Source: an optimization exercise on an open RTL-to-GDS flow (aim: small area and a short achievable clock period). Production flows keep margins and buffers that such runs may drop. Where RTL was checked, it was by simulation tests only, not by an equivalence proof against the original. For run 1, only the layout was checked, not whether the RTL still works. No activity file was given, so power comes from the tool's default toggle rates.

==> flow/design.v (outline; a module is shown in full before it is edited, if it fits) <==
// module array_multiplier: 1338 lines
// module mult_fa: 10 lines
// module mult_xor: 7 lines
// module mult_xnor: 7 lines
// module mult_or: 7 lines
module array_multiplier (
	input  logic                     clk,
	input  logic                     reset,
	input  logic                     in_valid,
	input  mult_sizes_pkg::operand_t x,
	input  mult_sizes_pkg::operand_t y,
	output logic                     product_valid,
	output mult_sizes_pkg::product_t product
);
  // ...
==> flow/flow/run.sh <==
#!/bin/bash
# Layout flow: the standard ORFS flow (standard.sh, unchanged synthesis),
# with smaller port buffers and a clock tree built from clkbuf_8 without
# dummy loads. Each tool's output goes to a log file in this folder.
set -euo pipefail
export BUFFER_PORTS_ARGS="-buffer_cell sky130_fd_sc_hd__buf_1"
export CTS_ARGS="-sink_clustering_enable -repair_clock_nets -sink_clustering_size 12 -sink_clustering_max_diameter 60 -buf_list sky130_fd_sc_hd__clkbuf_8 -dont_use_dummy_load"
bash standard.sh finish > flow_make.log 2>&1
==> flow/standard.sh <==
#!/bin/bash
# synth_recipe.tcl (not shown) runs the flow's synth.tcl, then flattens the netlist and writes it again
# the make line also repeats each setting of config.mk as NAME=value (left out here)
make -C /OpenROAD-flow-scripts/flow DESIGN_CONFIG=/design/flow/config.mk WORK_HOME=/design/flow/orfs CLKGATE_MAP_FILE= SYNTH_SCRIPT=/design/flow/synth_recipe.tcl "${@:-finish}"
==> flow/config.mk <==
export PLATFORM = sky130hd
export DESIGN_NAME = array_multiplier
export DESIGN_NICKNAME = array_multiplier
export VERILOG_FILES = /design/flow/design.v
export SDC_FILE = /design/flow/constraint.sdc
export NUM_CORES = 4
export LEC_CHECK = 0
export CAP_MARGIN = 20
export CORE_MARGIN = 2
export CORE_UTILIZATION = 40
export SETUP_SLACK_MARGIN = 3.75
export SLEW_MARGIN = 20
export SYNTH_HIERARCHICAL = 1
==> flow/constraint.sdc <==
create_clock -name core_clock -period 6.0 [get_ports {clk}]
set_input_delay 1.2000 -clock core_clock [delete_from_list [all_inputs] [get_ports {clk}]]
set_output_delay 1.2000 -clock core_clock [all_outputs]
set_load 0.01 [all_outputs]
==> results.ini, run 1 <==
[run_status]
status=no timing/DRC/antenna violations

[min_path]
hold_depth=0
min_to=r1033

[sta]
setup_violations=0
setup_slack_ns=3.76

[critical_path]
critPathLaunchType=flop
r2r-start=r873
reg2reg_depth=4
crit_required_ns=6.37
crit_path_top_delay_cell=fa_1
path_cells=nand2_1 > fa_1 > fa_1 > fa_1
critPathMaxStageDelay_ns=0.58

[cells_and_area]
filler_cell_count=2510
multi_input_gates=606
seq_cell_count=218
largest_reg_flops=30
clock_buffers=24
buffer_area_share_pct=4.99

[clock_network]
htreeDepth=1

[routing]
met3_length_mm=2.28

[global_routing]
grt_use_met2_pct=26.6
grt_overflow=0

[yosys]
synth_mux_area_share_pct=0
synthesis.area_per_instance_sq_um=12.1
yosysTopAreaCell=dfxtp_1
ys_warn_count=7
netlist_top_cells_count=nand2_1, dfxtp_1, fa_1, clkbuf_1, xnor2_1

[pwr]
power_clock_w=0.000813
p_leak_nw=4.52
p_clk_share_pct=15.5
power_leader=registers

[flow_run]
maxCapViolCount=0

[floorplanning]
placementRows=60

==> run 2: changes to the inputs <==
==> flow/design.v (replaced) <==
`default_nettype none
package mult_sizes_pkg;
	localparam int OPERAND_WIDTH = 16;
	localparam int PRODUCT_WIDTH = 2 * OPERAND_WIDTH;
	localparam int ROW_COUNT = OPERAND_WIDTH - 1;
	typedef logic [OPERAND_WIDTH-1:0] operand_t;
	typedef logic [PRODUCT_WIDTH-1:0] product_t;
endpackage
`default_nettype wire
`default_nettype none
package adder_cell_pkg;
	function automatic logic [1:0] half_add(
		input logic a,
		input logic b
	);
		logic s;
		logic c;
		s = a ^ b;
		c = a & b;
		half_add = {c, s};
	endfunction
	function automatic logic [1:0] full_add(
		input logic a,
		input logic b,
		input logic cin
	);
		logic s;
		logic c;
		s = a ^ b ^ cin;
		c = (a & b) | (cin & (a ^ b));  
		full_add = {c, s};
	endfunction
endpackage
`default_nettype wire
`default_nettype none
module array_multiplier (
	input  logic                     clk,
	input  logic                     reset,
	input  logic                     in_valid,
	input  mult_sizes_pkg::operand_t x,
	input  mult_sizes_pkg::operand_t y,
	output logic                     product_valid,
	output mult_sizes_pkg::product_t product
);
	logic r852;
	logic r853;
	logic r854;
	logic r855;
	logic r856;
	logic r857;
	logic r858;
	logic r859;
	logic r860;
	logic r861;
	logic r862;
	logic r863;
	logic r864;
	logic r865;
	logic r866;
	logic r867;
	logic r868;
	logic r869;
	logic r870;
	logic r871;
	logic r872;
	logic r873;
	logic r874;
	logic r875;
	logic r876;
	logic r877;
	logic r878;
	logic r879;
	logic r880;
	logic r881;
	logic r882;
	logic r883;
	logic r884;
	logic r885;
	logic r886;
	logic r887;
	logic r888;
	logic r889;
	logic r890;
	logic r891;
	logic r892;
	logic r893;
	logic r894;
	logic r895;
	logic r896;
	logic r897;
	logic r898;
	logic r899;
	logic r900;
	logic r901;
	logic r902;
	logic r903;
	logic r904;
	logic r905;
	logic r906;
	logic r907;
	logic r908;
	logic r909;
	logic r910;
	logic r911;
	logic r912;
	logic r913;
	logic r914;
	logic r915;
	logic r916;
	logic r917;
	logic r918;
	logic r919;
	logic r920;
	logic r921;
	logic r922;
	logic r923;
	logic r924;
	logic r925;
	logic r926;
	logic r927;
	logic r928;
	logic r929;
	logic r930;
	logic r931;
	logic r932;
	logic r933;
	logic r934;
	logic r935;
	logic r936;
	logic r937;
	logic r938;
	logic r939;
	logic r940;
	logic r941;
	logic r942;
	logic r943;
	logic r944;
	logic r945;
	logic r946;
	logic r947;
	logic r948;
	logic r949;
	logic r950;
	logic r951;
	logic r952;
	logic r953;
	logic r954;
	logic r955;
	logic r956;
	logic r957;
	logic r958;
	logic r959;
	logic r960;
	logic r961;
	logic r962;
	logic r963;
	logic r964;
	logic r965;
	logic r966;
	logic r967;
	logic r968;
	logic r969;
	logic r970;
	logic r971;
	logic r972;
	logic r973;
	logic r974;
	logic r975;
	logic r976;
	logic r977;
	logic r978;
	logic r979;
	logic r980;
	logic r981;
	logic r982;
	logic r983;
	logic r984;
	logic r985;
	logic r986;
	logic r987;
	logic r988;
	logic r989;
	logic r990;
	logic r991;
	logic r992;
	logic r993;
	logic r994;
	logic r995;
	logic r996;
	logic r997;
	logic r998;
	logic r999;
	logic r1000;
	logic r1001;
	logic r1002;
	logic r1003;
	logic r1004;
	logic r1005;
	logic r1006;
	logic r1007;
	logic r1008;
	logic r1009;
	logic r1010;
	logic r1011;
	logic r1012;
	logic r1013;
	logic r1014;
	logic r1015;
	logic r1016;
	logic r1017;
	logic r1018;
	logic r1020;
	logic r1021;
	logic r1023;
	logic r1024;
	logic r1026;
	logic r1027;
	logic r1029;
	logic r1030;
	logic r1032;
	logic r1034;
	logic r1036;
	logic r1038;
	logic r1040;
	logic r1042;
	logic r1044;
	wire pp1 = ~(r852 & r853);
	wire pp2 = ~(r854 & r853);
	wire pp3 = ~(r855 & r853);
	wire pp4 = ~(r856 & r853);
	wire pp5 = ~(r857 & r853);
	wire pp6 = ~(r858 & r853);
	wire pp7 = ~(r859 & r853);
	wire pp8 = ~(r860 & r853);
	wire pp9 = ~(r861 & r853);
	wire pp10 = ~(r862 & r853);
	wire pp11 = ~(r863 & r853);
	wire pp12 = ~(r864 & r853);
	wire pp13 = ~(r865 & r853);
	wire pp14 = ~(r866 & r853);
	wire pp15 = ~(r867 & r853);
	wire pp16 = ~(r868 & r853);
	wire pp17 = ~(r852 & r869);
	wire pp18 = ~(r854 & r869);
	wire pp19 = ~(r855 & r869);
	wire pp20 = ~(r856 & r869);
	wire pp21 = ~(r857 & r869);
	wire pp22 = ~(r858 & r869);
	wire pp23 = ~(r859 & r869);
	wire pp24 = ~(r860 & r869);
	wire pp25 = ~(r861 & r869);
	wire pp26 = ~(r862 & r869);
	wire pp27 = ~(r863 & r869);
	wire pp28 = ~(r864 & r869);
	wire pp29 = ~(r865 & r869);
	wire pp30 = ~(r866 & r869);
	wire pp31 = ~(r867 & r869);
	wire pp32 = ~(r868 & r869);
	wire pp33 = ~(r852 & r870);
	wire pp34 = ~(r854 & r870);
	wire pp35 = ~(r855 & r870);
	wire pp36 = ~(r856 & r870);
	wire pp37 = ~(r857 & r870);
	wire pp38 = ~(r858 & r870);
	wire pp39 = ~(r859 & r870);
	wire pp40 = ~(r860 & r870);
	wire pp41 = ~(r861 & r870);
	wire pp42 = ~(r862 & r870);
	wire pp43 = ~(r863 & r870);
	wire pp44 = ~(r864 & r870);
	wire pp45 = ~(r865 & r870);
	wire pp46 = ~(r866 & r870);
	wire pp47 = ~(r867 & r870);
	wire pp48 = ~(r868 & r870);
	wire pp49 = ~(r852 & r871);
	wire pp50 = ~(r854 & r871);
	wire pp51 = ~(r855 & r871);
	wire pp52 = ~(r856 & r871);
	wire pp53 = ~(r857 & r871);
	wire pp54 = ~(r858 & r871);
	wire pp55 = ~(r859 & r871);
	wire pp56 = ~(r860 & r871);
	wire pp57 = ~(r861 & r871);
	wire pp58 = ~(r862 & r871);
	wire pp59 = ~(r863 & r871);
	wire pp60 = ~(r864 & r871);
	wire pp61 = ~(r865 & r871);
	wire pp62 = ~(r866 & r871);
	wire pp63 = ~(r867 & r871);
	wire pp64 = ~(r868 & r871);
	wire pp65 = ~(r852 & r872);
	wire pp66 = ~(r854 & r872);
	wire pp67 = ~(r855 & r872);
	wire pp68 = ~(r856 & r872);
	wire pp69 = ~(r857 & r872);
	wire pp70 = ~(r858 & r872);
	wire pp71 = ~(r859 & r872);
	wire pp72 = ~(r860 & r872);
	wire pp73 = ~(r861 & r872);
	wire pp74 = ~(r862 & r872);
	wire pp75 = ~(r863 & r872);
	wire pp76 = ~(r864 & r872);
	wire pp77 = ~(r865 & r872);
	wire pp78 = ~(r866 & r872);
	wire pp79 = ~(r867 & r872);
	wire pp80 = ~(r868 & r872);
	wire pp81 = ~(r852 & r873);
	wire pp82 = ~(r854 & r873);
	wire pp83 = ~(r855 & r873);
	wire pp84 = ~(r856 & r873);
	wire pp85 = ~(r857 & r873);
	wire pp86 = ~(r858 & r873);
	wire pp87 = ~(r859 & r873);
	wire pp88 = ~(r860 & r873);
	wire pp89 = ~(r861 & r873);
	wire pp90 = ~(r862 & r873);
	wire pp91 = ~(r863 & r873);
	wire pp92 = ~(r864 & r873);
	wire pp93 = ~(r865 & r873);
	wire pp94 = ~(r866 & r873);
	wire pp95 = ~(r867 & r873);
	wire pp96 = ~(r868 & r873);
	wire pp97 = ~(r852 & r874);
	wire pp98 = ~(r854 & r874);
	wire pp99 = ~(r855 & r874);
	wire pp100 = ~(r856 & r874);
	wire pp101 = ~(r857 & r874);
	wire pp102 = ~(r858 & r874);
	wire pp103 = ~(r859 & r874);
	wire pp104 = ~(r860 & r874);
	wire pp105 = ~(r861 & r874);
	wire pp106 = ~(r862 & r874);
	wire pp107 = ~(r863 & r874);
	wire pp108 = ~(r864 & r874);
	wire pp109 = ~(r865 & r874);
	wire pp110 = ~(r866 & r874);
	wire pp111 = ~(r867 & r874);
	wire pp112 = ~(r868 & r874);
	wire pp113 = ~(r852 & r875);
	wire pp114 = ~(r854 & r875);
	wire pp115 = ~(r855 & r875);
	wire pp116 = ~(r856 & r875);
	wire pp117 = ~(r857 & r875);
	wire pp118 = ~(r858 & r875);
	wire pp119 = ~(r859 & r875);
	wire pp120 = ~(r860 & r875);
	wire pp121 = ~(r861 & r875);
	wire pp122 = ~(r862 & r875);
	wire pp123 = ~(r863 & r875);
	wire pp124 = ~(r864 & r875);
	wire pp125 = ~(r865 & r875);
	wire pp126 = ~(r866 & r875);
	wire pp127 = ~(r867 & r875);
	wire pp128 = ~(r868 & r875);
	wire pp129 = ~(r852 & r876);
	wire pp130 = ~(r854 & r876);
	wire pp131 = ~(r855 & r876);
	wire pp132 = ~(r856 & r876);
	wire pp133 = ~(r857 & r876);
	wire pp134 = ~(r858 & r876);
	wire pp135 = ~(r859 & r876);
	wire pp136 = ~(r860 & r876);
	wire pp137 = ~(r861 & r876);
	wire pp138 = ~(r862 & r876);
	wire pp139 = ~(r863 & r876);
	wire pp140 = ~(r864 & r876);
	wire pp141 = ~(r865 & r876);
	wire pp142 = ~(r866 & r876);
	wire pp143 = ~(r867 & r876);
	wire pp144 = ~(r868 & r876);
	wire pp145 = ~(r852 & r877);
	wire pp146 = ~(r854 & r877);
	wire pp147 = ~(r855 & r877);
	wire pp148 = ~(r856 & r877);
	wire pp149 = ~(r857 & r877);
	wire pp150 = ~(r858 & r877);
	wire pp151 = ~(r859 & r877);
	wire pp152 = ~(r860 & r877);
	wire pp153 = ~(r861 & r877);
	wire pp154 = ~(r862 & r877);
	wire pp155 = ~(r863 & r877);
	wire pp156 = ~(r864 & r877);
	wire pp157 = ~(r865 & r877);
	wire pp158 = ~(r866 & r877);
	wire pp159 = ~(r867 & r877);
	wire pp160 = ~(r868 & r877);
	wire pp161 = ~(r852 & r878);
	wire pp162 = ~(r854 & r878);
	wire pp163 = ~(r855 & r878);
	wire pp164 = ~(r856 & r878);
	wire pp165 = ~(r857 & r878);
	wire pp166 = ~(r858 & r878);
	wire pp167 = ~(r859 & r878);
	wire pp168 = ~(r860 & r878);
	wire pp169 = ~(r861 & r878);
	wire pp170 = ~(r862 & r878);
	wire pp171 = ~(r863 & r878);
	wire pp172 = ~(r864 & r878);
	wire pp173 = ~(r865 & r878);
	wire pp174 = ~(r866 & r878);
	wire pp175 = ~(r867 & r878);
	wire pp176 = ~(r868 & r878);
	wire pp177 = ~(r852 & r879);
	wire pp178 = ~(r854 & r879);
	wire pp179 = ~(r855 & r879);
	wire pp180 = ~(r856 & r879);
	wire pp181 = ~(r857 & r879);
	wire pp182 = ~(r858 & r879);
	wire pp183 = ~(r859 & r879);
	wire pp184 = ~(r860 & r879);
	wire pp185 = ~(r861 & r879);
	wire pp186 = ~(r862 & r879);
	wire pp187 = ~(r863 & r879);
	wire pp188 = ~(r864 & r879);
	wire pp189 = ~(r865 & r879);
	wire pp190 = ~(r866 & r879);
	wire pp191 = ~(r867 & r879);
	wire pp192 = ~(r868 & r879);
	wire pp193 = ~(r852 & r880);
	wire pp194 = ~(r854 & r880);
	wire pp195 = ~(r855 & r880);
	wire pp196 = ~(r856 & r880);
	wire pp197 = ~(r857 & r880);
	wire pp198 = ~(r858 & r880);
	wire pp199 = ~(r859 & r880);
	wire pp200 = ~(r860 & r880);
	wire pp201 = ~(r861 & r880);
	wire pp202 = ~(r862 & r880);
	wire pp203 = ~(r863 & r880);
	wire pp204 = ~(r864 & r880);
	wire pp205 = ~(r865 & r880);
	wire pp206 = ~(r866 & r880);
	wire pp207 = ~(r867 & r880);
	wire pp208 = ~(r868 & r880);
	wire pp209 = ~(r852 & r881);
	wire pp210 = ~(r854 & r881);
	wire pp211 = ~(r855 & r881);
	wire pp212 = ~(r856 & r881);
	wire pp213 = ~(r857 & r881);
	wire pp214 = ~(r858 & r881);
	wire pp215 = ~(r859 & r881);
	wire pp216 = ~(r860 & r881);
	wire pp217 = ~(r861 & r881);
	wire pp218 = ~(r862 & r881);
	wire pp219 = ~(r863 & r881);
	wire pp220 = ~(r864 & r881);
	wire pp221 = ~(r865 & r881);
	wire pp222 = ~(r866 & r881);
	wire pp223 = ~(r867 & r881);
	wire pp224 = ~(r868 & r881);
	wire pp225 = ~(r852 & r882);
	wire pp226 = ~(r854 & r882);
	wire pp227 = ~(r855 & r882);
	wire pp228 = ~(r856 & r882);
	wire pp229 = ~(r857 & r882);
	wire pp230 = ~(r858 & r882);
	wire pp231 = ~(r859 & r882);
	wire pp232 = ~(r860 & r882);
	wire pp233 = ~(r861 & r882);
	wire pp234 = ~(r862 & r882);
	wire pp235 = ~(r863 & r882);
	wire pp236 = ~(r864 & r882);
	wire pp237 = ~(r865 & r882);
	wire pp238 = ~(r866 & r882);
	wire pp239 = ~(r867 & r882);
	wire pp240 = ~(r868 & r882);
	wire pp241 = ~(r852 & r883);
	wire pp242 = ~(r854 & r883);
	wire pp243 = ~(r855 & r883);
	wire pp244 = ~(r856 & r883);
	wire pp245 = ~(r857 & r883);
	wire pp246 = ~(r858 & r883);
	wire pp247 = ~(r859 & r883);
	wire pp248 = ~(r860 & r883);
	wire pp249 = ~(r861 & r883);
	wire pp250 = ~(r862 & r883);
	wire pp251 = ~(r863 & r883);
	wire pp252 = ~(r864 & r883);
	wire pp253 = ~(r865 & r883);
	wire pp254 = ~(r866 & r883);
	wire pp255 = ~(r867 & r883);
	wire pp256 = ~(r868 & r883);
	wire s257, c258;
	mult_xnor u_s257 (.a(pp3), .b(pp18), .y(s257));
	mult_or u_c258 (.a(pp3), .b(pp18), .y(c258));
	wire s259, c260;
	mult_fa u_s259 (.a(pp4), .b(pp19), .c(pp34), .s(s259), .co(c260));
	wire s261, c262;
	mult_xnor u_s261 (.a(pp49), .b(c258), .y(s261));
	mult_or u_c262 (.a(pp49), .b(c258), .y(c262));
	wire s263, c264;
	mult_fa u_s263 (.a(pp5), .b(pp20), .c(pp35), .s(s263), .co(c264));
	wire s265, c266;
	mult_fa u_s265 (.a(pp50), .b(pp65), .c(c260), .s(s265), .co(c266));
	wire s267, c268;
	mult_xnor u_s267 (.a(s263), .b(c262), .y(s267));
	mult_or u_c268 (.a(s263), .b(c262), .y(c268));
	wire s269, c270;
	mult_fa u_s269 (.a(pp6), .b(pp21), .c(pp36), .s(s269), .co(c270));
	wire s271, c272;
	mult_fa u_s271 (.a(pp51), .b(pp66), .c(pp81), .s(s271), .co(c272));
	wire s273, c274;
	mult_fa u_s273 (.a(c264), .b(s269), .c(s271), .s(s273), .co(c274));
	wire s275, c276;
	mult_xnor u_s275 (.a(c266), .b(c268), .y(s275));
	mult_or u_c276 (.a(c266), .b(c268), .y(c276));
	wire s277, c278;
	mult_fa u_s277 (.a(pp7), .b(pp22), .c(pp37), .s(s277), .co(c278));
	wire s279, c280;
	mult_fa u_s279 (.a(pp52), .b(pp67), .c(pp82), .s(s279), .co(c280));
	wire s281, c282;
	mult_fa u_s281 (.a(pp97), .b(c270), .c(c272), .s(s281), .co(c282));
	wire s283, c284;
	mult_fa u_s283 (.a(s277), .b(s279), .c(c274), .s(s283), .co(c284));
	wire s285, c286;
	mult_xnor u_s285 (.a(s281), .b(c276), .y(s285));
	mult_or u_c286 (.a(s281), .b(c276), .y(c286));
	wire s287, c288;
	mult_fa u_s287 (.a(pp8), .b(pp23), .c(pp38), .s(s287), .co(c288));
	wire s289, c290;
	mult_fa u_s289 (.a(pp53), .b(pp68), .c(pp83), .s(s289), .co(c290));
	wire s291, c292;
	mult_fa u_s291 (.a(pp98), .b(pp113), .c(c278), .s(s291), .co(c292));
	wire s293, c294;
	mult_fa u_s293 (.a(c280), .b(s287), .c(s289), .s(s293), .co(c294));
	wire s295, c296;
	mult_fa u_s295 (.a(c282), .b(s291), .c(s293), .s(s295), .co(c296));
	wire s297, c298;
	mult_xnor u_s297 (.a(r884), .b(r885), .y(s297));
	mult_or u_c298 (.a(r884), .b(r885), .y(c298));
	wire s299, c300;
	mult_fa u_s299 (.a(pp9), .b(pp24), .c(pp39), .s(s299), .co(c300));
	wire s301, c302;
	mult_fa u_s301 (.a(pp54), .b(pp69), .c(pp84), .s(s301), .co(c302));
	wire s303, c304;
	mult_fa u_s303 (.a(pp99), .b(pp114), .c(pp129), .s(s303), .co(c304));
	wire s305, c306;
	mult_fa u_s305 (.a(c288), .b(c290), .c(s299), .s(s305), .co(c306));
	wire s307, c308;
	mult_fa u_s307 (.a(s301), .b(s303), .c(c292), .s(s307), .co(c308));
	wire s309, c310;
	mult_fa u_s309 (.a(r886), .b(r887), .c(r888), .s(s309), .co(c310));
	wire s311, c312;
	mult_xnor u_s311 (.a(r889), .b(c298), .y(s311));
	mult_or u_c312 (.a(r889), .b(c298), .y(c312));
	wire s313, c314;
	mult_fa u_s313 (.a(pp10), .b(pp25), .c(pp40), .s(s313), .co(c314));
	wire s315, c316;
	mult_fa u_s315 (.a(pp55), .b(pp70), .c(pp85), .s(s315), .co(c316));
	wire s317, c318;
	mult_fa u_s317 (.a(pp100), .b(pp115), .c(pp130), .s(s317), .co(c318));
	wire s319, c320;
	mult_fa u_s319 (.a(pp145), .b(c300), .c(c302), .s(s319), .co(c320));
	wire s321, c322;
	mult_fa u_s321 (.a(c304), .b(s313), .c(s315), .s(s321), .co(c322));
	wire s323, c324;
	mult_fa u_s323 (.a(s317), .b(c306), .c(s319), .s(s323), .co(c324));
	wire s325, c326;
	mult_fa u_s325 (.a(r890), .b(r891), .c(r892), .s(s325), .co(c326));
	wire s327, c328;
	mult_xnor u_s327 (.a(c310), .b(c312), .y(s327));
	mult_or u_c328 (.a(c310), .b(c312), .y(c328));
	wire s329, c330;
	mult_fa u_s329 (.a(pp11), .b(pp26), .c(pp41), .s(s329), .co(c330));
	wire s331, c332;
	mult_fa u_s331 (.a(pp56), .b(pp71), .c(pp86), .s(s331), .co(c332));
	wire s333, c334;
	mult_fa u_s333 (.a(pp101), .b(pp116), .c(pp131), .s(s333), .co(c334));
	wire s335, c336;
	mult_fa u_s335 (.a(pp146), .b(pp161), .c(c314), .s(s335), .co(c336));
	wire s337, c338;
	mult_fa u_s337 (.a(c316), .b(c318), .c(s329), .s(s337), .co(c338));
	wire s339, c340;
	mult_fa u_s339 (.a(s331), .b(s333), .c(c320), .s(s339), .co(c340));
	wire s341, c342;
	mult_fa u_s341 (.a(c322), .b(s335), .c(s337), .s(s341), .co(c342));
	wire s343, c344;
	mult_fa u_s343 (.a(r893), .b(r894), .c(r895), .s(s343), .co(c344));
	wire s345, c346;
	mult_xnor u_s345 (.a(c326), .b(s343), .y(s345));
	mult_or u_c346 (.a(c326), .b(s343), .y(c346));
	wire s347, c348;
	mult_fa u_s347 (.a(pp12), .b(pp27), .c(pp42), .s(s347), .co(c348));
	wire s349, c350;
	mult_fa u_s349 (.a(pp57), .b(pp72), .c(pp87), .s(s349), .co(c350));
	wire s351, c352;
	mult_fa u_s351 (.a(pp102), .b(pp117), .c(pp132), .s(s351), .co(c352));
	wire s353, c354;
	mult_fa u_s353 (.a(pp147), .b(pp162), .c(pp177), .s(s353), .co(c354));
	wire s355, c356;
	mult_fa u_s355 (.a(c330), .b(c332), .c(c334), .s(s355), .co(c356));
	wire s357, c358;
	mult_fa u_s357 (.a(s347), .b(s349), .c(s351), .s(s357), .co(c358));
	wire s359, c360;
	mult_fa u_s359 (.a(s353), .b(c336), .c(c338), .s(s359), .co(c360));
	wire s361, c362;
	mult_fa u_s361 (.a(r896), .b(r897), .c(r898), .s(s361), .co(c362));
	wire s363, c364;
	mult_fa u_s363 (.a(r899), .b(r900), .c(s361), .s(s363), .co(c364));
	wire s365, c366;
	mult_xnor u_s365 (.a(c344), .b(s363), .y(s365));
	mult_or u_c366 (.a(c344), .b(s363), .y(c366));
	wire s367, c368;
	mult_fa u_s367 (.a(pp13), .b(pp28), .c(pp43), .s(s367), .co(c368));
	wire s369, c370;
	mult_fa u_s369 (.a(pp58), .b(pp73), .c(pp88), .s(s369), .co(c370));
	wire s371, c372;
	mult_fa u_s371 (.a(pp103), .b(pp118), .c(pp133), .s(s371), .co(c372));
	wire s373, c374;
	mult_fa u_s373 (.a(pp148), .b(pp163), .c(pp178), .s(s373), .co(c374));
	wire s375, c376;
	mult_fa u_s375 (.a(pp193), .b(c348), .c(c350), .s(s375), .co(c376));
	wire s377, c378;
	mult_fa u_s377 (.a(c352), .b(c354), .c(s367), .s(s377), .co(c378));
	wire s379, c380;
	mult_fa u_s379 (.a(s369), .b(s371), .c(s373), .s(s379), .co(c380));
	wire s381, c382;
	mult_fa u_s381 (.a(c356), .b(c358), .c(s375), .s(s381), .co(c382));
	wire s383, c384;
	mult_fa u_s383 (.a(r901), .b(r902), .c(r903), .s(s383), .co(c384));
	wire s385, c386;
	mult_fa u_s385 (.a(r904), .b(c362), .c(s383), .s(s385), .co(c386));
	wire s387, c388;
	mult_xnor u_s387 (.a(c364), .b(s385), .y(s387));
	mult_or u_c388 (.a(c364), .b(s385), .y(c388));
	wire s389, c390;
	mult_fa u_s389 (.a(pp14), .b(pp29), .c(pp44), .s(s389), .co(c390));
	wire s391, c392;
	mult_fa u_s391 (.a(pp59), .b(pp74), .c(pp89), .s(s391), .co(c392));
	wire s393, c394;
	mult_fa u_s393 (.a(pp104), .b(pp119), .c(pp134), .s(s393), .co(c394));
	wire s395, c396;
	mult_fa u_s395 (.a(pp149), .b(pp164), .c(pp179), .s(s395), .co(c396));
	wire s397, c398;
	mult_fa u_s397 (.a(pp194), .b(pp209), .c(c368), .s(s397), .co(c398));
	wire s399, c400;
	mult_fa u_s399 (.a(c370), .b(c372), .c(c374), .s(s399), .co(c400));
	wire s401, c402;
	mult_fa u_s401 (.a(s389), .b(s391), .c(s393), .s(s401), .co(c402));
	wire s403, c404;
	mult_fa u_s403 (.a(s395), .b(c376), .c(c378), .s(s403), .co(c404));
	wire s405, c406;
	mult_fa u_s405 (.a(c380), .b(s397), .c(s399), .s(s405), .co(c406));
	wire s407, c408;
	mult_fa u_s407 (.a(r905), .b(r906), .c(r907), .s(s407), .co(c408));
	wire s409, c410;
	mult_fa u_s409 (.a(r908), .b(c384), .c(s407), .s(s409), .co(c410));
	wire s411, c412;
	mult_xnor u_s411 (.a(c386), .b(s409), .y(s411));
	mult_or u_c412 (.a(c386), .b(s409), .y(c412));
	wire s413, c414;
	mult_fa u_s413 (.a(pp15), .b(pp30), .c(pp45), .s(s413), .co(c414));
	wire s415, c416;
	mult_fa u_s415 (.a(pp60), .b(pp75), .c(pp90), .s(s415), .co(c416));
	wire s417, c418;
	mult_fa u_s417 (.a(pp105), .b(pp120), .c(pp135), .s(s417), .co(c418));
	wire s419, c420;
	mult_fa u_s419 (.a(pp150), .b(pp165), .c(pp180), .s(s419), .co(c420));
	wire s421, c422;
	mult_fa u_s421 (.a(pp195), .b(pp210), .c(pp225), .s(s421), .co(c422));
	wire s423, c424;
	mult_fa u_s423 (.a(c390), .b(c392), .c(c394), .s(s423), .co(c424));
	wire s425, c426;
	mult_fa u_s425 (.a(c396), .b(s413), .c(s415), .s(s425), .co(c426));
	wire s427, c428;
	mult_fa u_s427 (.a(s417), .b(s419), .c(s421), .s(s427), .co(c428));
	wire s429, c430;
	mult_fa u_s429 (.a(c398), .b(c400), .c(c402), .s(s429), .co(c430));
	wire s431, c432;
	mult_fa u_s431 (.a(s423), .b(s425), .c(s427), .s(s431), .co(c432));
	wire s433, c434;
	mult_fa u_s433 (.a(r909), .b(r910), .c(r911), .s(s433), .co(c434));
	wire s435, c436;
	mult_fa u_s435 (.a(r912), .b(c408), .c(s433), .s(s435), .co(c436));
	wire s437, c438;
	mult_xnor u_s437 (.a(c410), .b(s435), .y(s437));
	mult_or u_c438 (.a(c410), .b(s435), .y(c438));
	wire s439, c440;
	mult_fa u_s439 (.a(pp16), .b(pp31), .c(pp46), .s(s439), .co(c440));
	wire s441, c442;
	mult_fa u_s441 (.a(pp61), .b(pp76), .c(pp91), .s(s441), .co(c442));
	wire s443, c444;
	mult_fa u_s443 (.a(pp106), .b(pp121), .c(pp136), .s(s443), .co(c444));
	wire s445, c446;
	mult_fa u_s445 (.a(pp151), .b(pp166), .c(pp181), .s(s445), .co(c446));
	wire s447, c448;
	mult_fa u_s447 (.a(pp196), .b(pp211), .c(pp226), .s(s447), .co(c448));
	wire s449, c450;
	mult_fa u_s449 (.a(pp241), .b(c414), .c(c416), .s(s449), .co(c450));
	wire s451, c452;
	mult_fa u_s451 (.a(c418), .b(c420), .c(c422), .s(s451), .co(c452));
	wire s453, c454;
	mult_fa u_s453 (.a(s439), .b(s441), .c(s443), .s(s453), .co(c454));
	wire s455, c456;
	mult_fa u_s455 (.a(s445), .b(s447), .c(c424), .s(s455), .co(c456));
	wire s457, c458;
	mult_fa u_s457 (.a(c426), .b(c428), .c(s449), .s(s457), .co(c458));
	wire s459, c460;
	mult_fa u_s459 (.a(r913), .b(r914), .c(r915), .s(s459), .co(c460));
	wire s461, c462;
	mult_fa u_s461 (.a(r916), .b(r917), .c(r918), .s(s461), .co(c462));
	wire s463, c464;
	mult_fa u_s463 (.a(c434), .b(s459), .c(s461), .s(s463), .co(c464));
	wire s465, c466;
	mult_xnor u_s465 (.a(c436), .b(s463), .y(s465));
	mult_or u_c466 (.a(c436), .b(s463), .y(c466));
	wire s467, c468;
	mult_fa u_s467 (.a(pp32), .b(pp47), .c(pp62), .s(s467), .co(c468));
	wire s469, c470;
	mult_fa u_s469 (.a(pp77), .b(pp92), .c(pp107), .s(s469), .co(c470));
	wire s471, c472;
	mult_fa u_s471 (.a(pp122), .b(pp137), .c(pp152), .s(s471), .co(c472));
	wire s473, c474;
	mult_fa u_s473 (.a(pp167), .b(pp182), .c(pp197), .s(s473), .co(c474));
	wire s475, c476;
	mult_fa u_s475 (.a(pp212), .b(pp227), .c(pp242), .s(s475), .co(c476));
	wire s477, c478;
	mult_fa u_s477 (.a(c440), .b(c442), .c(c444), .s(s477), .co(c478));
	wire s479, c480;
	mult_fa u_s479 (.a(c446), .b(c448), .c(s467), .s(s479), .co(c480));
	wire s481, c482;
	mult_fa u_s481 (.a(s469), .b(s471), .c(s473), .s(s481), .co(c482));
	wire s483, c484;
	mult_fa u_s483 (.a(s475), .b(c450), .c(c452), .s(s483), .co(c484));
	wire s485, c486;
	mult_fa u_s485 (.a(c454), .b(s477), .c(s479), .s(s485), .co(c486));
	wire s487, c488;
	mult_fa u_s487 (.a(r919), .b(r920), .c(r921), .s(s487), .co(c488));
	wire s489, c490;
	mult_fa u_s489 (.a(r922), .b(r923), .c(c460), .s(s489), .co(c490));
	wire s491, c492;
	mult_fa u_s491 (.a(c462), .b(s487), .c(s489), .s(s491), .co(c492));
	wire s493, c494;
	mult_xnor u_s493 (.a(c464), .b(c466), .y(s493));
	mult_or u_c494 (.a(c464), .b(c466), .y(c494));
	wire s495, c496;
	mult_fa u_s495 (.a(pp48), .b(pp63), .c(pp78), .s(s495), .co(c496));
	wire s497, c498;
	mult_fa u_s497 (.a(pp93), .b(pp108), .c(pp123), .s(s497), .co(c498));
	wire s499, c500;
	mult_fa u_s499 (.a(pp138), .b(pp153), .c(pp168), .s(s499), .co(c500));
	wire s501, c502;
	mult_fa u_s501 (.a(pp183), .b(pp198), .c(pp213), .s(s501), .co(c502));
	wire s503, c504;
	mult_fa u_s503 (.a(pp228), .b(pp243), .c(c468), .s(s503), .co(c504));
	wire s505, c506;
	mult_fa u_s505 (.a(c470), .b(c472), .c(c474), .s(s505), .co(c506));
	wire s507, c508;
	mult_fa u_s507 (.a(c476), .b(s495), .c(s497), .s(s507), .co(c508));
	wire s509, c510;
	mult_fa u_s509 (.a(s499), .b(s501), .c(c478), .s(s509), .co(c510));
	wire s511, c512;
	mult_fa u_s511 (.a(c480), .b(c482), .c(s503), .s(s511), .co(c512));
	wire s513, c514;
	mult_fa u_s513 (.a(r924), .b(r925), .c(r926), .s(s513), .co(c514));
	wire s515, c516;
	mult_fa u_s515 (.a(r927), .b(r928), .c(r929), .s(s515), .co(c516));
	wire s517, c518;
	mult_fa u_s517 (.a(c488), .b(s513), .c(s515), .s(s517), .co(c518));
	wire s519, c520;
	mult_fa u_s519 (.a(c490), .b(s517), .c(c492), .s(s519), .co(c520));
	wire s521, c522;
	mult_fa u_s521 (.a(pp64), .b(pp79), .c(pp94), .s(s521), .co(c522));
	wire s523, c524;
	mult_fa u_s523 (.a(pp109), .b(pp124), .c(pp139), .s(s523), .co(c524));
	wire s525, c526;
	mult_fa u_s525 (.a(pp154), .b(pp169), .c(pp184), .s(s525), .co(c526));
	wire s527, c528;
	mult_fa u_s527 (.a(pp199), .b(pp214), .c(pp229), .s(s527), .co(c528));
	wire s529, c530;
	mult_fa u_s529 (.a(pp244), .b(c496), .c(c498), .s(s529), .co(c530));
	wire s531, c532;
	mult_fa u_s531 (.a(c500), .b(c502), .c(s521), .s(s531), .co(c532));
	wire s533, c534;
	mult_fa u_s533 (.a(s523), .b(s525), .c(s527), .s(s533), .co(c534));
	wire s535, c536;
	mult_fa u_s535 (.a(c504), .b(c506), .c(c508), .s(s535), .co(c536));
	wire s537, c538;
	mult_fa u_s537 (.a(s529), .b(s531), .c(s533), .s(s537), .co(c538));
	wire s539, c540;
	mult_fa u_s539 (.a(r930), .b(r931), .c(r932), .s(s539), .co(c540));
	wire s541, c542;
	mult_fa u_s541 (.a(r933), .b(c514), .c(c516), .s(s541), .co(c542));
	wire s543, c544;
	mult_fa u_s543 (.a(s539), .b(c518), .c(s541), .s(s543), .co(c544));
	wire s545, c546;
	mult_fa u_s545 (.a(pp80), .b(pp95), .c(pp110), .s(s545), .co(c546));
	wire s547, c548;
	mult_fa u_s547 (.a(pp125), .b(pp140), .c(pp155), .s(s547), .co(c548));
	wire s549, c550;
	mult_fa u_s549 (.a(pp170), .b(pp185), .c(pp200), .s(s549), .co(c550));
	wire s551, c552;
	mult_fa u_s551 (.a(pp215), .b(pp230), .c(pp245), .s(s551), .co(c552));
	wire s553, c554;
	mult_fa u_s553 (.a(c522), .b(c524), .c(c526), .s(s553), .co(c554));
	wire s555, c556;
	mult_fa u_s555 (.a(c528), .b(s545), .c(s547), .s(s555), .co(c556));
	wire s557, c558;
	mult_fa u_s557 (.a(s549), .b(s551), .c(c530), .s(s557), .co(c558));
	wire s559, c560;
	mult_fa u_s559 (.a(c532), .b(c534), .c(s553), .s(s559), .co(c560));
	wire s561, c562;
	mult_fa u_s561 (.a(r934), .b(r935), .c(r936), .s(s561), .co(c562));
	wire s563, c564;
	mult_fa u_s563 (.a(r937), .b(r938), .c(c540), .s(s563), .co(c564));
	wire s565, c566;
	mult_fa u_s565 (.a(s561), .b(c542), .c(s563), .s(s565), .co(c566));
	wire s567, c568;
	mult_fa u_s567 (.a(pp96), .b(pp111), .c(pp126), .s(s567), .co(c568));
	wire s569, c570;
	mult_fa u_s569 (.a(pp141), .b(pp156), .c(pp171), .s(s569), .co(c570));
	wire s571, c572;
	mult_fa u_s571 (.a(pp186), .b(pp201), .c(pp216), .s(s571), .co(c572));
	wire s573, c574;
	mult_fa u_s573 (.a(pp231), .b(pp246), .c(c546), .s(s573), .co(c574));
	wire s575, c576;
	mult_fa u_s575 (.a(c548), .b(c550), .c(c552), .s(s575), .co(c576));
	wire s577, c578;
	mult_fa u_s577 (.a(s567), .b(s569), .c(s571), .s(s577), .co(c578));
	wire s579, c580;
	mult_fa u_s579 (.a(c554), .b(c556), .c(s573), .s(s579), .co(c580));
	wire s581, c582;
	mult_fa u_s581 (.a(r939), .b(r940), .c(r941), .s(s581), .co(c582));
	wire s583, c584;
	mult_fa u_s583 (.a(r942), .b(r943), .c(c562), .s(s583), .co(c584));
	wire s585, c586;
	mult_fa u_s585 (.a(s581), .b(c564), .c(s583), .s(s585), .co(c586));
	wire s587, c588;
	mult_fa u_s587 (.a(pp112), .b(pp127), .c(pp142), .s(s587), .co(c588));
	wire s589, c590;
	mult_fa u_s589 (.a(pp157), .b(pp172), .c(pp187), .s(s589), .co(c590));
	wire s591, c592;
	mult_fa u_s591 (.a(pp202), .b(pp217), .c(pp232), .s(s591), .co(c592));
	wire s593, c594;
	mult_fa u_s593 (.a(pp247), .b(c568), .c(c570), .s(s593), .co(c594));
	wire s595, c596;
	mult_fa u_s595 (.a(c572), .b(s587), .c(s589), .s(s595), .co(c596));
	wire s597, c598;
	mult_fa u_s597 (.a(s591), .b(c574), .c(c576), .s(s597), .co(c598));
	wire s599, c600;
	mult_fa u_s599 (.a(c578), .b(s593), .c(s595), .s(s599), .co(c600));
	wire s601, c602;
	mult_fa u_s601 (.a(r944), .b(r945), .c(r946), .s(s601), .co(c602));
	wire s603, c604;
	mult_fa u_s603 (.a(c582), .b(s601), .c(c584), .s(s603), .co(c604));
	wire s605, c606;
	mult_fa u_s605 (.a(pp128), .b(pp143), .c(pp158), .s(s605), .co(c606));
	wire s607, c608;
	mult_fa u_s607 (.a(pp173), .b(pp188), .c(pp203), .s(s607), .co(c608));
	wire s609, c610;
	mult_fa u_s609 (.a(pp218), .b(pp233), .c(pp248), .s(s609), .co(c610));
	wire s611, c612;
	mult_fa u_s611 (.a(c588), .b(c590), .c(c592), .s(s611), .co(c612));
	wire s613, c614;
	mult_fa u_s613 (.a(s605), .b(s607), .c(s609), .s(s613), .co(c614));
	wire s615, c616;
	mult_fa u_s615 (.a(c594), .b(c596), .c(s611), .s(s615), .co(c616));
	wire s617, c618;
	mult_fa u_s617 (.a(r947), .b(r948), .c(r949), .s(s617), .co(c618));
	wire s619, c620;
	mult_fa u_s619 (.a(r950), .b(c602), .c(s617), .s(s619), .co(c620));
	wire s621, c622;
	mult_fa u_s621 (.a(pp144), .b(pp159), .c(pp174), .s(s621), .co(c622));
	wire s623, c624;
	mult_fa u_s623 (.a(pp189), .b(pp204), .c(pp219), .s(s623), .co(c624));
	wire s625, c626;
	mult_fa u_s625 (.a(pp234), .b(pp249), .c(c606), .s(s625), .co(c626));
	wire s627, c628;
	mult_fa u_s627 (.a(c608), .b(c610), .c(s621), .s(s627), .co(c628));
	wire s629, c630;
	mult_fa u_s629 (.a(s623), .b(c612), .c(c614), .s(s629), .co(c630));
	wire s631, c632;
	mult_fa u_s631 (.a(r951), .b(r952), .c(r953), .s(s631), .co(c632));
	wire s633, c634;
	mult_fa u_s633 (.a(r954), .b(c618), .c(s631), .s(s633), .co(c634));
	wire s635, c636;
	mult_fa u_s635 (.a(pp160), .b(pp175), .c(pp190), .s(s635), .co(c636));
	wire s637, c638;
	mult_fa u_s637 (.a(pp205), .b(pp220), .c(pp235), .s(s637), .co(c638));
	wire s639, c640;
	mult_fa u_s639 (.a(pp250), .b(c622), .c(c624), .s(s639), .co(c640));
	wire s641, c642;
	mult_fa u_s641 (.a(s635), .b(s637), .c(c626), .s(s641), .co(c642));
	wire s643, c644;
	mult_fa u_s643 (.a(r955), .b(r956), .c(r957), .s(s643), .co(c644));
	wire s645, c646;
	mult_fa u_s645 (.a(r958), .b(c632), .c(s643), .s(s645), .co(c646));
	wire s647, c648;
	mult_fa u_s647 (.a(pp176), .b(pp191), .c(pp206), .s(s647), .co(c648));
	wire s649, c650;
	mult_fa u_s649 (.a(pp221), .b(pp236), .c(pp251), .s(s649), .co(c650));
	wire s651, c652;
	mult_fa u_s651 (.a(c636), .b(c638), .c(s647), .s(s651), .co(c652));
	wire s653, c654;
	mult_fa u_s653 (.a(s649), .b(c640), .c(s651), .s(s653), .co(c654));
	wire s655, c656;
	mult_fa u_s655 (.a(r959), .b(r960), .c(c644), .s(s655), .co(c656));
	wire s657, c658;
	mult_fa u_s657 (.a(pp192), .b(pp207), .c(pp222), .s(s657), .co(c658));
	wire s659, c660;
	mult_fa u_s659 (.a(pp237), .b(pp252), .c(c648), .s(s659), .co(c660));
	wire s661, c662;
	mult_fa u_s661 (.a(c650), .b(s657), .c(c652), .s(s661), .co(c662));
	wire s663, c664;
	mult_fa u_s663 (.a(r961), .b(r962), .c(r963), .s(s663), .co(c664));
	wire s665, c666;
	mult_fa u_s665 (.a(pp208), .b(pp223), .c(pp238), .s(s665), .co(c666));
	wire s667, c668;
	mult_fa u_s667 (.a(pp253), .b(c658), .c(s665), .s(s667), .co(c668));
	wire s669, c670;
	mult_fa u_s669 (.a(r964), .b(r965), .c(r966), .s(s669), .co(c670));
	wire s671, c672;
	mult_fa u_s671 (.a(pp224), .b(pp239), .c(pp254), .s(s671), .co(c672));
	wire s673, c674;
	mult_fa u_s673 (.a(c666), .b(s671), .c(c668), .s(s673), .co(c674));
	wire s675, c676;
	mult_fa u_s675 (.a(pp240), .b(pp255), .c(c672), .s(s675), .co(c676));
	wire t677 = ~pp1;
	wire g678 = pp2 & pp17;
	wire p679 = pp2 ^ pp17;
	wire g680 = pp33 & s257;
	wire p681 = pp33 ^ s257;
	wire g682 = s259 & s261;
	wire p683 = s259 ^ s261;
	wire g684 = s267 & s265;
	wire p685 = s267 ^ s265;
	wire g686 = s273 & s275;
	wire p687 = s273 ^ s275;
	wire g688 = r967 & r968;
	wire p689 = r967 ^ r968;
	wire g690 = r969 & s297;
	wire p691 = r969 ^ s297;
	wire g692 = s309 & s311;
	wire p693 = s309 ^ s311;
	wire g694 = s325 & s327;
	wire p695 = s325 ^ s327;
	wire g696 = c328 & s345;
	wire p697 = c328 ^ s345;
	wire g698 = c346 & s365;
	wire p699 = c346 ^ s365;
	wire g700 = c366 & s387;
	wire p701 = c366 ^ s387;
	wire g702 = c388 & s411;
	wire p703 = c388 ^ s411;
	wire g704 = c412 & s437;
	wire p705 = c412 ^ s437;
	wire g706 = c438 & s465;
	wire p707 = c438 ^ s465;
	wire g708 = r970 & r971;
	wire p709 = r970 ^ r971;
	wire g710 = r972 & r973;
	wire p711 = r972 ^ r973;
	wire g712 = r974 & r975;
	wire p713 = r974 ^ r975;
	wire g714 = c544 & s565;
	wire p715 = c544 ^ s565;
	wire g716 = c566 & s585;
	wire p717 = c566 ^ s585;
	wire g718 = c586 & s603;
	wire p719 = c586 ^ s603;
	wire g720 = s619 & c604;
	wire p721 = s619 ^ c604;
	wire g722 = c620 & s633;
	wire p723 = c620 ^ s633;
	wire g724 = c634 & s645;
	wire p725 = c634 ^ s645;
	wire g726 = c646 & s655;
	wire p727 = c646 ^ s655;
	wire g728 = s663 & c656;
	wire p729 = s663 ^ c656;
	wire g730 = c664 & s669;
	wire p731 = c664 ^ s669;
	wire g732 = r976 & c670;
	wire p733 = r976 ^ c670;
	wire g734 = r977 & r978;
	wire p735 = r977 ^ r978;
	wire g736 = pp256 & c676;
	wire p737 = pp256 ^ c676;
	wire q738 = pp1 | t677;
	wire q739 = g678 | (p679 & q738);
	wire q740 = g680 | (p681 & q739);
	wire q741 = g682 | (p683 & q740);
	wire q742 = g684 | (p685 & q741);
	wire q743 = r979 | (r980 & r981);
	wire q744 = g688 | (p689 & q743);
	wire q745 = g690 | (p691 & q744);
	wire q746 = g692 | (p693 & q745);
	wire q747 = g694 | (p695 & q746);
	wire q748 = g696 | (p697 & q747);
	wire q749 = g698 | (p699 & q748);
	wire q750 = r982 | (r983 & r984);
	wire q751 = r985 | (r986 & q750);
	wire q752 = r987 | (r988 & q751);
	wire q753 = r989 | (r990 & q752);
	wire a754 = r990 & r988;
	wire q755 = g710 | (p711 & g708);
	wire a756 = p711 & p709;
	wire q757 = r991 | (r992 & g712);
	wire a758 = r992 & p713;
	wire q759 = r993 | (r994 & r995);
	wire a760 = r994 & r996;
	wire q761 = g722 | (p723 & g720);
	wire a762 = r997 & r998;
	wire q763 = g726 | (p727 & g724);
	wire a764 = r999 & r1000;
	wire q765 = g730 | (p731 & g728);
	wire a766 = r1001 & r1002;
	wire q767 = g734 | (p735 & g732);
	wire a768 = r1003 & r1004;
	wire q769 = g708 | (p709 & q753);
	wire a770 = p709 & a754;
	wire q771 = q755 | (a756 & q753);
	wire a772 = a756 & a754;
	wire q773 = r995 | (r996 & q757);
	wire a774 = r996 & a758;
	wire q775 = q759 | (a760 & q757);
	wire a776 = a760 & a758;
	wire q777 = r1005 | (r1000 & r1006);
	wire a778 = r1000 & a762;
	wire q779 = r1007 | (a764 & r1006);
	wire a780 = a764 & a762;
	wire q781 = g732 | (p733 & q765);
	wire a782 = r1004 & a766;
	wire q783 = r1008 | (a768 & r1009);
	wire a784 = a768 & a766;
	wire q785 = g712 | (p713 & q771);
	wire a786 = p713 & a772;
	wire q787 = q757 | (a758 & q771);
	wire a788 = a758 & a772;
	wire q789 = q773 | (a774 & q771);
	wire a790 = a774 & a772;
	wire q791 = q775 | (a776 & q771);
	wire a792 = a776 & a772;
	wire q793 = r1010 | (r1002 & q779);
	wire a794 = r1002 & a780;
	wire q795 = r1009 | (a766 & q779);
	wire a796 = a766 & a780;
	wire q797 = r1011 | (a782 & q779);
	wire a798 = a782 & a780;
	wire q799 = q783 | (a784 & q779);
	wire a800 = a784 & a780;
	wire q801 = r1012 | (r998 & q791);
	wire a802 = r998 & a792;
	wire q803 = r1006 | (a762 & q791);
	wire a804 = a762 & a792;
	wire q805 = q777 | (a778 & q791);
	wire a806 = a778 & a792;
	wire q807 = q779 | (a780 & q791);
	wire a808 = a780 & a792;
	wire q809 = q793 | (a794 & q791);
	wire a810 = a794 & a792;
	wire q811 = q795 | (a796 & q791);
	wire a812 = a796 & a792;
	wire q813 = q797 | (a798 & q791);
	wire a814 = a798 & a792;
	wire q815 = q799 | (a800 & q791);
	wire a816 = a800 & a792;
	wire q817 = r1014 | (r1016 & q815);
	wire a818 = r1016 & a816;
	wire t819 = ~t677;
	wire t820 = ~t819;
	wire x821;
	mult_xnor u_x821 (.a(p679), .b(q738), .y(x821));
	wire x822;
	mult_xnor u_x822 (.a(p681), .b(q739), .y(x822));
	wire x823;
	mult_xnor u_x823 (.a(p683), .b(q740), .y(x823));
	wire x824;
	mult_xnor u_x824 (.a(p685), .b(q741), .y(x824));
	wire x825;
	mult_xnor u_x825 (.a(r980), .b(r981), .y(x825));
	wire x826;
	mult_xnor u_x826 (.a(p689), .b(q743), .y(x826));
	wire x827;
	mult_xnor u_x827 (.a(p691), .b(q744), .y(x827));
	wire x828;
	mult_xnor u_x828 (.a(p693), .b(q745), .y(x828));
	wire x829;
	mult_xnor u_x829 (.a(p695), .b(q746), .y(x829));
	wire x830;
	mult_xnor u_x830 (.a(p697), .b(q747), .y(x830));
	wire x831;
	mult_xnor u_x831 (.a(p699), .b(q748), .y(x831));
	wire x832;
	mult_xnor u_x832 (.a(r983), .b(r984), .y(x832));
	wire x833;
	mult_xnor u_x833 (.a(r986), .b(q750), .y(x833));
	wire x834;
	mult_xnor u_x834 (.a(r988), .b(q751), .y(x834));
	wire x835;
	mult_xnor u_x835 (.a(r990), .b(q752), .y(x835));
	wire x836;
	mult_xnor u_x836 (.a(p709), .b(q753), .y(x836));
	wire x837;
	mult_xnor u_x837 (.a(p711), .b(q769), .y(x837));
	wire x838;
	mult_xnor u_x838 (.a(p713), .b(q771), .y(x838));
	wire x839;
	mult_xnor u_x839 (.a(r992), .b(q785), .y(x839));
	wire x840;
	mult_xnor u_x840 (.a(r996), .b(q787), .y(x840));
	wire x841;
	mult_xnor u_x841 (.a(r994), .b(q789), .y(x841));
	wire x842;
	mult_xnor u_x842 (.a(r998), .b(q791), .y(x842));
	wire x843;
	mult_xnor u_x843 (.a(r997), .b(q801), .y(x843));
	wire x844;
	mult_xnor u_x844 (.a(r1000), .b(q803), .y(x844));
	wire x845;
	mult_xnor u_x845 (.a(r999), .b(q805), .y(x845));
	wire x846;
	mult_xnor u_x846 (.a(r1002), .b(q807), .y(x846));
	wire x847;
	mult_xnor u_x847 (.a(r1001), .b(q809), .y(x847));
	wire x848;
	mult_xnor u_x848 (.a(r1004), .b(q811), .y(x848));
	wire x849;
	mult_xnor u_x849 (.a(r1003), .b(q813), .y(x849));
	wire x850;
	mult_xnor u_x850 (.a(r1016), .b(q815), .y(x850));
	wire t851 = ~q817;
	always_ff @(posedge clk) begin
		r852 <= x[0];
		r853 <= y[0];
		r854 <= x[1];
		r855 <= x[2];
		r856 <= x[3];
		r857 <= x[4];
		r858 <= x[5];
		r859 <= x[6];
		r860 <= x[7];
		r861 <= x[8];
		r862 <= x[9];
		r863 <= x[10];
		r864 <= x[11];
		r865 <= x[12];
		r866 <= x[13];
		r867 <= x[14];
		r868 <= x[15];
		r869 <= y[1];
		r870 <= y[2];
		r871 <= y[3];
		r872 <= y[4];
		r873 <= y[5];
		r874 <= y[6];
		r875 <= y[7];
		r876 <= y[8];
		r877 <= y[9];
		r878 <= y[10];
		r879 <= y[11];
		r880 <= y[12];
		r881 <= y[13];
		r882 <= y[14];
		r883 <= y[15];
		r884 <= c284;
		r885 <= c286;
		r886 <= c294;
		r887 <= s305;
		r888 <= s307;
		r889 <= c296;
		r890 <= s321;
		r891 <= c308;
		r892 <= s323;
		r893 <= c324;
		r894 <= s339;
		r895 <= s341;
		r896 <= s355;
		r897 <= s357;
		r898 <= c340;
		r899 <= c342;
		r900 <= s359;
		r901 <= s377;
		r902 <= s379;
		r903 <= c360;
		r904 <= s381;
		r905 <= s401;
		r906 <= c382;
		r907 <= s403;
		r908 <= s405;
		r909 <= c404;
		r910 <= c406;
		r911 <= s429;
		r912 <= s431;
		r913 <= s451;
		r914 <= s453;
		r915 <= c430;
		r916 <= s455;
		r917 <= c432;
		r918 <= s457;
		r919 <= s481;
		r920 <= c456;
		r921 <= c458;
		r922 <= s483;
		r923 <= s485;
		r924 <= s505;
		r925 <= s507;
		r926 <= c484;
		r927 <= s509;
		r928 <= c486;
		r929 <= s511;
		r930 <= c510;
		r931 <= c512;
		r932 <= s535;
		r933 <= s537;
		r934 <= s555;
		r935 <= c536;
		r936 <= s557;
		r937 <= c538;
		r938 <= s559;
		r939 <= s575;
		r940 <= s577;
		r941 <= c558;
		r942 <= c560;
		r943 <= s579;
		r944 <= c580;
		r945 <= s597;
		r946 <= s599;
		r947 <= s613;
		r948 <= c598;
		r949 <= c600;
		r950 <= s615;
		r951 <= s625;
		r952 <= s627;
		r953 <= c616;
		r954 <= s629;
		r955 <= c628;
		r956 <= s639;
		r957 <= c630;
		r958 <= s641;
		r959 <= c642;
		r960 <= s653;
		r961 <= s659;
		r962 <= c654;
		r963 <= s661;
		r964 <= c660;
		r965 <= s667;
		r966 <= c662;
		r967 <= s285;
		r968 <= s283;
		r969 <= s295;
		r970 <= s491;
		r971 <= s493;
		r972 <= c494;
		r973 <= s519;
		r974 <= s543;
		r975 <= c520;
		r976 <= s673;
		r977 <= s675;
		r978 <= c674;
		r979 <= g686;
		r980 <= p687;
		r981 <= q742;
		r982 <= g700;
		r983 <= p701;
		r984 <= q749;
		r985 <= g702;
		r986 <= p703;
		r987 <= g704;
		r988 <= p705;
		r989 <= g706;
		r990 <= p707;
		r991 <= g714;
		r992 <= p715;
		r993 <= g718;
		r994 <= p719;
		r995 <= g716;
		r996 <= p717;
		r997 <= p723;
		r998 <= p721;
		r999 <= p727;
		r1000 <= p725;
		r1001 <= p731;
		r1002 <= p729;
		r1003 <= p735;
		r1004 <= p733;
		r1005 <= g724;
		r1006 <= q761;
		r1007 <= q763;
		r1008 <= q767;
		r1009 <= q765;
		r1010 <= g728;
		r1011 <= q781;
		r1012 <= g720;
		r1013 <= g736;
		r1014 <= r1013;
		r1015 <= p737;
		r1016 <= r1015;
		r1017 <= t820;
		r1018 <= r1017;
		product[0] <= r1018;
		r1020 <= x821;
		r1021 <= r1020;
		product[1] <= r1021;
		r1023 <= x822;
		r1024 <= r1023;
		product[2] <= r1024;
		r1026 <= x823;
		r1027 <= r1026;
		product[3] <= r1027;
		r1029 <= x824;
		r1030 <= r1029;
		product[4] <= r1030;
		r1032 <= x825;
		product[5] <= r1032;
		r1034 <= x826;
		product[6] <= r1034;
		r1036 <= x827;
		product[7] <= r1036;
		r1038 <= x828;
		product[8] <= r1038;
		r1040 <= x829;
		product[9] <= r1040;
		r1042 <= x830;
		product[10] <= r1042;
		r1044 <= x831;
		product[11] <= r1044;
		product[12] <= x832;
		product[13] <= x833;
		product[14] <= x834;
		product[15] <= x835;
		product[16] <= x836;
		product[17] <= x837;
		product[18] <= x838;
		product[19] <= x839;
		product[20] <= x840;
		product[21] <= x841;
		product[22] <= x842;
		product[23] <= x843;
		product[24] <= x844;
		product[25] <= x845;
		product[26] <= x846;
		product[27] <= x847;
		product[28] <= x848;
		product[29] <= x849;
		product[30] <= x850;
		product[31] <= t851;
	end
	logic v1;
	logic v2;
	logic v3;
	always_ff @(posedge clk) begin
		if (reset) begin
			v1 <= 1'b0;
			v2 <= 1'b0;
			v3 <= 1'b0;
			product_valid <= 1'b0;
		end else begin
			v1 <= in_valid;
			v2 <= v1;
			v3 <= v2;
			product_valid <= v3;
		end
	end
endmodule
module mult_fa (
	input  logic a,
	input  logic b,
	input  logic c,
	output logic s,
	output logic co
);
	assign s  = a ^ b ^ c;
	assign co = (a & b) | (c & (a ^ b));
endmodule
module mult_xor (
	input  logic a,
	input  logic b,
	output logic y
);
	assign y = a ^ b;
endmodule
module mult_xnor (
	input  logic a,
	input  logic b,
	output logic y
);
	assign y = ~(a ^ b);
endmodule
module mult_or (
	input  logic a,
	input  logic b,
	output logic y
);
	assign y = a | b;
endmodule
`default_nettype wire
==> flow/config.mk (replaced) <==
export PLATFORM = sky130hd
export DESIGN_NAME = array_multiplier
export DESIGN_NICKNAME = array_multiplier
export VERILOG_FILES = /design/flow/design.v
export SDC_FILE = /design/flow/constraint.sdc
export NUM_CORES = 4
export LEC_CHECK = 0
export CAP_MARGIN = 20
export CORE_MARGIN = 2
export CORE_UTILIZATION = 60
export PLACE_DENSITY = 0.75
export SETUP_SLACK_MARGIN = 3.72
export SLEW_MARGIN = 20
export SYNTH_HIERARCHICAL = 1
==> run 2 against run 1 <==
Net effect: still clean; global-route usage grew 6.3 points; die area shrank 33%; register-to-register slack lost 0.06 ns; count of clock-buffer cells in the layout shrank 2; power shrank 0.38%; sequential share of layout area grew 1.2 points; clock power shrank 4.7%; sequential power is essentially flat; area after synthesis is essentially flat; clock skew shrank 0.010 ns; critical path type unchanged; critical endpoint is now r984.
==> results.ini, run 2 <==
[run_status]
status=no timing/DRC/antenna violations  ; unchanged

[sta]
finalClockSkew_ns=0.0326  ; was 0.0427 ns
period_needed_ns=2.30  ; was 2.24 ns
setup_tns_ns=0  ; unchanged
hold_viol_final=0  ; unchanged
drv_slew=0  ; unchanged
rsz0062_at_grt=yes  ; unchanged
period_share_pct=38.4  ; was 37.4%
tightest_slew_ns=0.651
slew_headroom_pct=56.2
setup_violations=0  ; unchanged
max_freq_mhz=434  ; was 446 MHz

[yosys]
syn-cell-area_sq_um=10800  ; about the same
ys_warn_count=7  ; unchanged
synth_top_area_share_pct=40.4  ; about the same
synthesis.area_per_instance_sq_um=12.2  ; was 12.1 sq um
ys_ff_latch=218  ; unchanged
synth.net_count=1146  ; was 1,152
yosysTopAreaCell=dfxtp_1  ; unchanged
synth_top_flop_cell=dfxtp_1  ; unchanged
netlist_top_cells_count=nand2_1, dfxtp_1, fa_1, clkbuf_1, xnor2_1  ; unchanged
yosysUniqueCellTypes=30  ; was 29
synthTopCellsByArea=dfxtp_1, fa_1, nand2_1  ; unchanged
async_flop_share_pct=0  ; unchanged
ys_seq_area_share_pct=40.4  ; about the same
synth_edf_count=0  ; unchanged
yosysMostFrequentCell=nand2_1  ; unchanged
synth_cells=886  ; was 892

[routing]
viasPerCell=5.49  ; was 4.88
drc_errors=0  ; unchanged
dr.pass1.iters=5  ; unchanged
drtIter0Drc=493  ; was 319
vias=6354  ; was 6,312
wl_per_cell_microns=18.0  ; was 17.5 microns
drtAntennaViolNets=0  ; unchanged
drt-total-wl_mm=20.9  ; was 22.6 mm

[global_routing]
grt_first_pass_wirelength_mm=34.1  ; was 36.3 mm
grt_pass1_vias=6877  ; was 6,997
grt_use_total_pct=22.7  ; was 16.4%
grt_overflow=0  ; unchanged
antenna_found_initial=0  ; unchanged
grt_max_degree=17  ; unchanged

[critical_path]
cpMostUsedCell=fa_1  ; unchanged
critPathMaxStageDelay_ns=0.57  ; was 0.58 ns
crit_buf_inv=1  ; was 0
path_cells=fa_1 > fa_1 > xnor2_2 > ha_1 > buf_4 > a31o_2  ; was nand2_1 > fa_1 > fa_1 > fa_1
crit_arrival_ns=2.74  ; was 2.61 ns
crit_path_max_fanout=2  ; was 16
crit_path_top_delay_cell=fa_1  ; unchanged
crit_required_ns=6.43  ; was 6.37 ns
critPathTopFamily=adder cells  ; unchanged
critPathLaunchType=flop  ; unchanged
critPathKind=reg2reg  ; unchanged
critPathCaptureType=flop  ; unchanged

[clock_network]
clock_sinks=218  ; unchanged
clock_latency_ns=0.54  ; about the same
clock_path_buffers=3  ; unchanged
cts_hold_buf=0  ; unchanged
cts_tree=yes  ; unchanged
numCtsBuffers=22  ; was 24
htreeDepth=1  ; unchanged
clk_transition_reported_paths_ns=0.08  ; was 0.07 ns
clockRootBuffer=clkbuf_8  ; unchanged

[cells_and_area]
num_antenna_cells=0  ; unchanged
nNetsFinal=1190  ; was 1,215
mostFrequentLayoutCells=nand2_1, fa_1, dfxtp_1  ; unchanged
largest_reg_flops=32  ; was 30
final_common_cell=nand2_1  ; unchanged
fin_cells=1157  ; was 1,294
filler_cell_count=1316  ; was 2,510
drive_gt1_share_pct=9.16  ; was 12.0%
areaGrowthSynthToFinish_pct=8.22  ; was 11.8%
top_register=product  ; unchanged

[min_path]
hold_path.class=reg2reg  ; unchanged

[floorplanning]
die_area_sq_um=19100  ; was 28,300 sq um
placementRows=49  ; was 60
die_y_microns=138  ; was 168 microns
initial_utilization_pct=60.7  ; was 40.4%
ios=68  ; unchanged
core_sq_um=17800  ; was 26,700 sq um
die_x_microns=138  ; was 168 microns

[placement]
gp_congestion=0.887  ; was 0.854
io_buffers=67  ; unchanged
dp.cells=1122  ; was 1,241
hpwlAfterDp_mm=14.9  ; was 15.9 mm

[pwr]
ir_worst_vdd_mv=0.379  ; was 0.248 mV
power.density_nw_per_um2=449  ; was 436 nW/um^2
p_leak_nw=4.39  ; was 4.52 nW

[flow_run]
maxCapViolCount=0  ; unchanged

-- run 2: changes by cell type in the layout (fill, tap and decap cells not counted), moves of 4 or more --
cell	change
a31o_2	+4
buf_2	-11
fa_1	+4
clkbuf_2	-4
a21o_2	+5
fa_2	-4
buf_12	-4
inv_1	-5
buf_1	+16
buf_4	-11
nand2_1	-4
-- run 2: report_power, final --
part	switching (W)	internal, W	leakage (nW)
Sequential	0.000295	0.00199	1.84
Clock	0.000449	0.000327	0.158
Combinational	0.00106	0.00113	2.38
-- run 2: cell families after synthesis --
group                    share of synthesized area, %
AO/OA/AOI/OAI                                    3.45
adder cells (fa/ha/maj)                          39.6
flip-flops                                       40.4
XOR/XNOR                                         3.65
buffers and inverters                            2.19
other                                          0.0347
AND/OR/NAND/NOR                                  10.6
-- run 2: repair_timing --
action	in CTS	in global routing
setup buffers	1	12
pin swaps	5	3
gates resized for setup	52	15
setup endpoints to repair	69	37
gates cloned	0	0
-- run 2: worst paths after layout --
| check | start | end | slack [ns] | cells past startpoint |
|---|---|---|---|---|
| worst max-delay path | r896 | r984 | 3.70 | 6 |
| worst min-delay path | r1027 | product[3] | 0.30 | 0 |
| worst max register to register | r896 | r984 | 3.70 | 6 |
| worst min register to register | r1027 | product[3] | 0.30 | 0 |
-- run 2: area by class of cell --
type	count	area, sq um	share of cell area (%)
Timing Repair Buffer	80	387	3.31
Sequential cell	218	4480	38.4
Multi-Input combinational cell	605	6210	53.2
Inverter	3	11.3	0.0964
Tap cell	229	287	2.45
Clock buffer	22	303	2.59
-- run 2: per-module statistics from Yosys, one instance, submodules excluded --
module,cells,times used
array_multiplier,631,1
mult_fa,1,195
mult_xnor,1,45
mult_or,1,15
-- run 2: stage by stage --
step	hold WS [ns]	worst slack, ns	total power, W	util (%)	instance area [sq um]
2_1_floorplan	0.310	3.72	0.00389	-	10900
3_5_place_dp	0.314	3.35	0.00449	62.5	11100
3_3_place_gp	0.309	3.37	0.00437	62.5	11100
5_1_grt	0.315	3.64	0.00575	65.7	11700
6_report	0.302	3.70	0.00524	65.7	11700
4_1_cts	0.300	3.70	0.00530	64.7	11500
-- run 2: routing by layer --
layer | track usage, % | up-vias | wire length (microns)
li1 | - | 2793 | -
met1 | 31.2 | 3137 | 8470
met2 | 36.1 | 369 | 9610
met3 | 6.06 | 55 | 2290
met4 | 7.09 | 0 | 486
met5 | 0 | - | 0

==> port drivers added, routing unchanged <==
The results above use ideal ports. As a check the final layouts listed here were re-extracted and re-timed, cells and wires unchanged.
Step 1 assumes that a clkbuf_16 drives the clock port and a buf_2 every other input.
Step 2 moves the port delays by t, midway between the first and last clock arrival at a register: inputs arrive t later, outputs are due t later. That takes back most of the time a late clock gives input paths.
Slacks: no drivers / after step 1 / after step 2; pairs: no drivers / after step 1.
run	t (ns)	setup slack, ns	pins driven straight from the clock port
run 1	0.561	3.757 / 3.749 / 3.757	1
run 2	0.561	3.696 / 3.696 / 3.696	1
After both steps setup and hold are still met in every run listed.
